This design comes from an exercise in tuning for small area, a short achievable clock period and few clock cycles on the open sky130 flow, not from production work.
At most, simulation tests tie the RTL to the original design; equivalence was not proved.

==> inputs of branch zinc <==
// snn_conv_quant
module snn_conv_quant (
    input  logic       clk,
    input  logic       rst_n,
    input  logic       in_valid,
    input  logic [7:0] img,
    input  logic [7:0] ker,
    input  logic       mode,
    output logic       out_valid,
    output logic [7:0] out_data
);
make LEC_CHECK=0 ABC_CLOCK_PERIOD_IN_PS=5000 CAP_MARGIN=20 CORE_MARGIN=2 CORE_UTILIZATION=60 SLEW_MARGIN=20 SYNTH_HIERARCHICAL=1 finish   # period 25.0 ns
run.sh (not shown) runs the stock make flow with config.mk's settings and CLKGATE_MAP_FILE= SYNTH_SCRIPT=/design/flow/synth_recipe.tcl, a recipe that flattens the netlist after the stock synthesis.
==> branch maple: changes against branch zinc <==
==> flow/flow/run.sh (new file) <==
#!/bin/bash
set -euo pipefail
export BUFFER_PORTS_ARGS="-buffer_cell sky130_fd_sc_hd__buf_4"
export SETUP_SLACK_MARGIN=19.0
export SKIP_GATE_CLONING=1
bash standard.sh > standard.log 2>&1
==> flow/standard.sh (new file) <==
#!/bin/bash
# synth_recipe.tcl (not shown) runs the flow's synth.tcl, then flattens the netlist and writes it again
# the make line also repeats each setting of config.mk as NAME=value (left out here)
make -C /OpenROAD-flow-scripts/flow DESIGN_CONFIG=/design/flow/config.mk WORK_HOME=/design/flow/orfs CLKGATE_MAP_FILE= SYNTH_SCRIPT=/design/flow/synth_recipe.tcl "${@:-finish}"
removed: flow/run.sh
==> comparison <==
Between branch maple and branch zinc, the lower sequential share of layout area is in branch maple (gap 0.39 points).
Of branch maple and branch zinc, branch zinc has the higher first-iteration DRC count (gap 8.6%, measured against branch zinc).
Between branch maple and branch zinc, the lower critical path depth is in branch maple (gap 10).
Area after synthesis is the same in branch zinc and branch maple.
Against branch zinc, the hold slack of branch maple is higher by 0.0020 ns.
Of branch zinc and branch maple, branch zinc has the higher clock skew (gap 0.0074 ns).
Cell area: branch maple is higher than branch zinc (1.5%).
Testbench counts of branch zinc, summed over its fixed seeds: cycles 13,044.
Testbench counts of branch maple, summed over its fixed seeds: cycles 13,044.

========
==> 07-19 <==
Another version of the RTL of snn_conv_quant (not shown whole).
## snn_conv_quant
module snn_conv_quant (
    input  logic       clk,
    input  logic       rst_n,
    input  logic       in_valid,
    input  logic [7:0] img,
    input  logic [7:0] ker,
    input  logic       mode,
    output logic       out_valid,
    output logic [7:0] out_data
);
export LEC_CHECK = 0
export ABC_CLOCK_PERIOD_IN_PS = 5000
export CAP_MARGIN = 20
export CORE_MARGIN = 2
export CORE_UTILIZATION = 60
export CTS_CLUSTER_DIAMETER = 100
export CTS_CLUSTER_SIZE = 32
export SLEW_MARGIN = 20
export SYNTH_HIERARCHICAL = 1
create_clock -name core_clock -period 25.0 [get_ports {clk}]
standard.sh (not shown) runs the stock make flow with config.mk's settings and CLKGATE_MAP_FILE= SYNTH_SCRIPT=/design/flow/synth_recipe.tcl, a recipe that flattens the netlist after the stock synthesis.
==> flow/flow/run.sh <==
#!/bin/bash
set -euo pipefail
export BUFFER_PORTS_ARGS="-buffer_cell sky130_fd_sc_hd__buf_4"
export SETUP_SLACK_MARGIN=19.1
export SKIP_GATE_CLONING=1
bash standard.sh > standard.log 2>&1
==> 12-07 (differences from 07-19) <==
==> flow/flow/run.sh (replaced) <==
#!/bin/bash
set -euo pipefail
export BUFFER_PORTS_ARGS="-buffer_cell sky130_fd_sc_hd__buf_4"
export SETUP_SLACK_MARGIN=18.8
export SKIP_GATE_CLONING=1
bash standard.sh > standard.log 2>&1
- CORE_UTILIZATION: 60 -> 50
==> 07-03 (differences from 07-19) <==
--- a/flow/design.v
+++ b/flow/design.v
@@ -77,16 +77,18 @@
     assign w_v0    = r_mode || (!r_rr[4] && !r_rr[5] && !r_rc[0] && !r_rc[5]);
     assign w_last0 = r_mode ? (r_rr[5] && r_rc[5]) : (r_rr[3] && r_rc[4]);
     function automatic logic [7:0] px(input int a, input int b);
         px = r_img[(C - 6*a - b + 36) % 36];
     endfunction
     logic [8:0][7:0] w_x;
     logic [8:0][7:0] w_k;
     assign w_k = r_ker;
+    logic [19:0]       w_na, w_nb;
+    logic [19:0]       r_na, r_nb;      
     logic              r_v1, r_last1;
     logic [19:0]       w_s, w_ns;
     logic [22-1:0] w_qa, w_qb, w_qy;
     logic r_c0;
     logic r_nc0;
     logic r_c5;
     logic r_nc5;
     logic r_t0;
@@ -1302,59 +1304,41 @@
     snn_fa u_m1117 (.a(m1044), .b(m1083), .c(m1082), .s(m1117), .co(m1118));
     logic m1119, m1120;
     snn_fa u_m1119 (.a(m1048), .b(m1085), .c(m1084), .s(m1119), .co(m1120));
     logic m1121, m1122;
     snn_fa u_m1121 (.a(m1087), .b(m1052), .c(m1086), .s(m1121), .co(m1122));
     logic m1123, m1124;
     snn_xnor u_m1123 (.a(m1054), .b(m1088), .y(m1123));
     assign m1124 = m1054 | m1088;
-    logic m1125, m1126;
-    snn_xnor u_m1125 (.a(m991), .b(m1089), .y(m1125));
-    assign m1126 = m991 | m1089;
-    logic m1127, m1128;
-    snn_fa u_m1127 (.a(m1090), .b(m1126), .c(m1091), .s(m1127), .co(m1128));
-    logic m1129, m1130;
-    snn_fa u_m1129 (.a(m1092), .b(m1093), .c(m1128), .s(m1129), .co(m1130));
-    logic m1131, m1132;
-    snn_fa u_m1131 (.a(m1094), .b(m1095), .c(m1130), .s(m1131), .co(m1132));
-    logic m1133, m1134;
-    snn_fa u_m1133 (.a(m1096), .b(m1097), .c(m1132), .s(m1133), .co(m1134));
-    logic m1135, m1136;
-    snn_fa u_m1135 (.a(m1098), .b(m1099), .c(m1134), .s(m1135), .co(m1136));
-    logic [13:0] w_na, w_nb, r_na, r_nb;    
-    logic [5:0] w_nsl, r_nsl;                
-    logic w_nc, r_nc;                         
-    assign w_na = {1'b1, m1124, m1123, m1121, m1119, m1117, m1115, m1112, m1110, m1108, m1106, m1104, m1102, m1100};
-    assign w_nb = {1'b1, 1'b1, m1122, m1120, m1118, m1116, m1114, m1113, m1111, m1109, m1107, m1105, m1103, m1101};
-    assign w_nsl = {m1135, m1133, m1131, m1129, m1127, m1125};
-    assign w_nc = m1136;
+    assign w_na = {1'b1, m1124, m1123, m1121, m1119, m1117, m1115, m1112, m1110, m1108, m1106, m1104, m1102, m1100, m1098, m1096, m1094, m1092, m1090, m991};
+    assign w_nb = {1'b1, 1'b1, m1122, m1120, m1118, m1116, m1114, m1113, m1111, m1109, m1107, m1105, m1103, m1101, m1099, m1097, m1095, m1093, m1091, m1089};
     logic d1, d2;
     snn_fa u_d1 (.a(w_ns[0]), .b(w_s[3]), .c(w_s[6]), .s(d1), .co(d2));
     logic d3, d4;
     assign d3 = ~(w_ns[1] ^ w_s[4]);
     assign d4 = w_ns[1] | w_s[4];
     logic d5, d6;
     snn_fa u_d5 (.a(w_s[7]), .b(w_ns[10]), .c(w_s[12]), .s(d5), .co(d6));
     logic d7, d8;
     snn_fa u_d7 (.a(w_ns[2]), .b(w_s[5]), .c(w_s[8]), .s(d7), .co(d8));
     logic d9, d10;
     assign d9 = w_ns[11] ^ w_s[13];
     assign d10 = w_ns[11] & w_s[13];
     logic d11, d12;
-    snn_fa u_d11 (.a(w_ns[3]), .b(w_s[0]), .c(w_s[6]), .s(d11), .co(d12));
+    snn_fa u_d11 (.a(w_s[0]), .b(w_ns[3]), .c(w_s[6]), .s(d11), .co(d12));
     logic d13, d14;
     snn_fa u_d13 (.a(w_s[9]), .b(w_ns[12]), .c(w_s[14]), .s(d13), .co(d14));
     logic d15, d16;
-    snn_fa u_d15 (.a(w_ns[4]), .b(w_s[1]), .c(w_s[7]), .s(d15), .co(d16));
+    snn_fa u_d15 (.a(w_s[1]), .b(w_ns[4]), .c(w_s[7]), .s(d15), .co(d16));
     logic d17, d18;
     snn_fa u_d17 (.a(w_s[10]), .b(w_ns[13]), .c(w_s[15]), .s(d17), .co(d18));
     logic d19, d20;
-    assign d19 = ~(w_ns[5] ^ w_s[2]);
-    assign d20 = w_ns[5] | w_s[2];
+    assign d19 = ~(w_s[2] ^ w_ns[5]);
+    assign d20 = w_s[2] | w_ns[5];
     logic d21, d22;
     snn_fa u_d21 (.a(w_s[8]), .b(w_s[11]), .c(w_ns[14]), .s(d21), .co(d22));
     logic d23, d24;
     assign d23 = ~(w_s[3] ^ w_ns[6]);
     assign d24 = w_s[3] | w_ns[6];
     logic d25, d26;
     snn_fa u_d25 (.a(w_s[9]), .b(w_s[12]), .c(w_ns[15]), .s(d25), .co(d26));
     logic d27, d28;
@@ -1526,26 +1510,22 @@
     assign d175 = w_s[17] ^ d134;
     assign d176 = w_s[17] & d134;
     logic d177, d178;
     assign d177 = 1'b1 ^ w_s[18];
     assign d178 = 1'b1 & w_s[18];
     assign w_qa = {d177, d175, d172, d171, d169, d166, d165, d162, d160, d159, d157, d154, d153, d151, d148, d146, d144, d142, d140, d138, d136, d95};
     assign w_qb = {d176, d174, d173, d170, d168, d167, d164, d163, d161, d158, d156, d155, d152, d150, d149, d147, d145, d143, d141, d139, d137, d135};
     always_ff @(posedge clk) begin
+        r_na    <= w_na;
+        r_nb    <= w_nb;
         r_v1    <= w_v0;
         r_last1 <= w_last0;
     end
-    always_ff @(posedge clk) begin
-        r_na  <= w_na;
-        r_nb  <= w_nb;
-        r_nsl <= w_nsl;
-        r_nc  <= w_nc;
-    end
-    assign w_ns = {r_na + r_nb + 14'(r_nc), r_nsl};
+    assign w_ns = r_na + r_nb + 20'd1;
     assign w_s  = ~w_ns;
     assign w_qy = w_qa + w_qb;
     always_ff @(posedge clk or negedge rst_n) begin
         if (!rst_n) begin
             r_busy    <= 1'b0;
             out_valid <= 1'b0;
         end else begin
             out_valid <= r_v1 && (r_busy || w_done);
==> comparison table <==
metric	07-03	12-07	07-19
Via total after detailed routing	18000	17400	18200
Die Span X	219 um	239 um	219 um
Result of the run	complete, no violations	complete, no violations	complete, no violations
Compound-cell area share of the yosys netlist	3.56%	3.93%	3.93%
Multi-input gate share of the layout cell area	60.3%	60.6%	60.4%
Synthesis-to-layout area growth	8.72%	6.51%	8.59%
Non-CTS inverters	50	47	47
Final wirelength	86.3 mm	89.3 mm	88.7 mm
Post-synthesis cell count	2256	2241	2241
Register bit count reported by yosys	434	429	429
Share of synthesized cell area in and, or, nand and nor gates	11.3%	11.1%	11.1%
Mux contribution to synthesized area	0.900%	0.907%	0.907%
Clock transition at the register clock pins on the worst setup and hold paths after CTS	120 ps	110 ps	120 ps
First-pass detailed-route iteration total	8	7	8
Number of antenna violations at the first check in global routing	1	3	3
Testbench counts of 07-19, summed over its fixed seeds: cycles 13,044.
Testbench counts of 12-07, summed over its fixed seeds: cycles 13,044.
For 07-03, only the layout was checked, not whether the RTL still works.

re-timing with driven ports:
The flow's constraints put no driver on any port. The routed layouts listed below were extracted and timed again, unchanged, in two steps. Step 1, drivers: a clkbuf_16 drives clk and a buf_2 each remaining input, both assumed. Step 2 moves the port delays by t, midway between the first and last clock arrival at a register: inputs arrive t later, outputs are due t later. That takes back most of the time a late clock gives input paths. Slacks: no drivers / after step 1 / after step 2; pairs: no drivers / after step 1.
run | shift t [ns] | setup WS [ns] | slew at the worst register clock pin (ns)
branch zinc | 0.641 | 18.501 / 18.497 / 18.501 | 0.07 / 0.07
branch maple | 0.645 | 18.921 / 18.861 / 19.052 | 0.07 / 0.07
07-19 | 0.636 | 18.892 / 18.834 / 19.082 | 0.12 / 0.12
12-07 | 0.647 | 18.882 / 18.820 / 18.895 | 0.12 / 0.12
07-03 | 0.638 | 18.914 / 18.853 / 18.918 | 0.12 / 0.12
After both steps setup and hold are still met in every run listed.
